This design comes from an exercise in tuning for small area and a short achievable clock period on the open sky130 flow, not from production work.
In this exercise RTL edits were held to simulation tests only and were not proved equivalent to the original.

## build 5
## conv_window_reader
module conv_window_reader #(
  parameter int MAX_OUTST = 4
) (
  input  logic               clk_i,
  input  logic               rst_i,
  input  logic               start_i,
  input  logic [31:0]        base_i,
  input  logic [31:0]        iw_i,
  input  logic [31:0]        ih_i,
  input  logic [31:0]        k_i,
  output logic               mem_req_o,
  output logic [31:0]        mem_addr_o,
  input  logic               mem_gnt_i,
  input  logic               mem_rvalid_i,
  output logic signed [31:0] loop_i_o,
  output logic signed [31:0] loop_j_o,
  output logic signed [31:0] loop_wi_o,
  output logic signed [31:0] loop_wj_o,
  output logic               out_valid_o,
  output logic               busy_o,
  output logic               done_o
);
export LEC_CHECK = 0
export CAP_MARGIN = 20
export CORE_MARGIN = 2
export CORE_UTILIZATION = 80
export CTS_BUF_LIST = sky130_fd_sc_hd__clkbuf_8
export SLEW_MARGIN = 20
create_clock -name core_clock -period 17.0 [get_ports {clk_i}]
standard.sh (not shown) runs the stock make flow with config.mk's settings and CLKGATE_MAP_FILE= SYNTH_SCRIPT=/design/flow/synth_recipe.tcl, a recipe that flattens the netlist after the stock synthesis.
==> flow/flow/run.sh <==
#!/bin/bash
set -euo pipefail
bash standard.sh \
  "BUFFER_PORTS_ARGS=-buffer_cell sky130_fd_sc_hd__buf_1" \
  "SETUP_SLACK_MARGIN=${SETUP_MARGIN_NS:-9.9}" \
  "SKIP_REPAIR_TIE_FANOUT=1" \
  "CTS_ARGS=-sink_clustering_enable -repair_clock_nets -buf_list sky130_fd_sc_hd__clkbuf_8 -sink_clustering_size 30 -sink_clustering_max_diameter 120 -sink_clustering_levels 1" \
  finish > standard_flow.log 2>&1
Edits applied to the flow inputs when going from build 5 to build 87:
- CORE_UTILIZATION changed from 80 to 90
==> flow/flow/run.sh <==
#!/bin/bash
set -euo pipefail
bash standard.sh \
  "BUFFER_PORTS_ARGS=-buffer_cell sky130_fd_sc_hd__buf_1" \
  "SETUP_SLACK_MARGIN=${SETUP_MARGIN_NS:-9.8}" \
  finish > standard_flow.log 2>&1
[summary]
- Diff build 5..build 87 | basic-gate share of the synthesized area counting and, or, nand and nor cells | unchanged
- Site row count: build 87 and build 5 compared, lower one is build 87
- Async set-reset flop share out of synthesis: build 87 vs build 5 identical
- Distinct cell type count of the synthesized netlist: build 5 vs build 87 identical
- Compared build 5 against build 87; post-synthesis mux area share within noise.
- Status(build 87) = ERROR, stage = global placement without I/O (3_1_place_gp_skip_io)
- Die span in y for build 87 is lower than for build 5.
The following lists how build 75 was set up differently from build 87:
- changing CORE_UTILIZATION from 90 to 80
==> flow/flow/run.sh <==
#!/bin/bash
set -euo pipefail
bash standard.sh \
  "BUFFER_PORTS_ARGS=-buffer_cell sky130_fd_sc_hd__buf_1" \
  "SETUP_SLACK_MARGIN=${SETUP_MARGIN_NS:-9.8}" \
  "SKIP_REPAIR_TIE_FANOUT=1" \
  "CTS_ARGS=-sink_clustering_enable -repair_clock_nets -root_buf sky130_fd_sc_hd__clkbuf_8 -buf_list {sky130_fd_sc_hd__clkbuf_4 sky130_fd_sc_hd__clkbuf_8}" \
  finish > standard_flow.log 2>&1
[summary]
Build 75 finished every stage and its layout cleared the timing, DRC and antenna checks. Reported for build 75 and build 87, synthesized cell count turned out identical to the last digit. The final reports for build 75 and build 87 show starting density of the core lower in the former. Re sequential area share after synthesis: no difference whatsoever between build 75 and build 87. Simple-gate share of the synthesized area came out exactly the same in build 75 and build 87. [compare] base=build 87 new=build 75: height of the die moved up; number of placement rows up 3; post-synthesis cell area neither gained nor lost much.
[inputs] build 11 vs build 75
==> flow/flow/run.sh <==
#!/bin/bash
set -euo pipefail
bash standard.sh \
  "BUFFER_PORTS_ARGS=-buffer_cell sky130_fd_sc_hd__buf_1" \
  "SETUP_SLACK_MARGIN=${SETUP_MARGIN_NS:-9.8}" \
  finish > standard_flow.log 2>&1
Results
- Comparing the two runs side by side, build 11 comes out ahead of build 75 on sum of routed wire length over all layers.
- Compared with build 75, in build 11 hold slack down 0.0045 ns; layout multi-input combinational cell count up 6.8%.

static timing again, ports no longer ideal:
No port has a modelled driver above. Below, the same layouts with a new extraction and two added sets of constraints.
Step 1 sets driving cells, clkbuf_16 on the clock port and buf_2 on the other inputs (assumed; they add their load-dependent delay and slew).
Step 2 also shifts input and output timing later by t, the mid clock arrival at the registers, as if the neighbouring blocks saw the same clock.
Slacks: no drivers / after step 1 / after step 2; pairs: no drivers / after step 1.
run | t, ns | setup slack, ns | worst setup path after step 2 | worst data-port slew with drivers (ns) | cell pins on the clock port's net
build 5 | 0.498 | 9.847 / 9.816 / 9.816 | input to output | 0.06 | 1
build 75 | 0.505 | 9.789 / 9.767 / 9.767 | input to output | 0.06 | 1
build 11 | 0.494 | 9.859 / 9.825 / 9.825 | input to output | 0.04 | 1
After both steps every run listed still meets setup and hold. The setup slack of build 11, which loses most, moves by -0.034 ns with the drivers and by -0.034 ns with both steps.
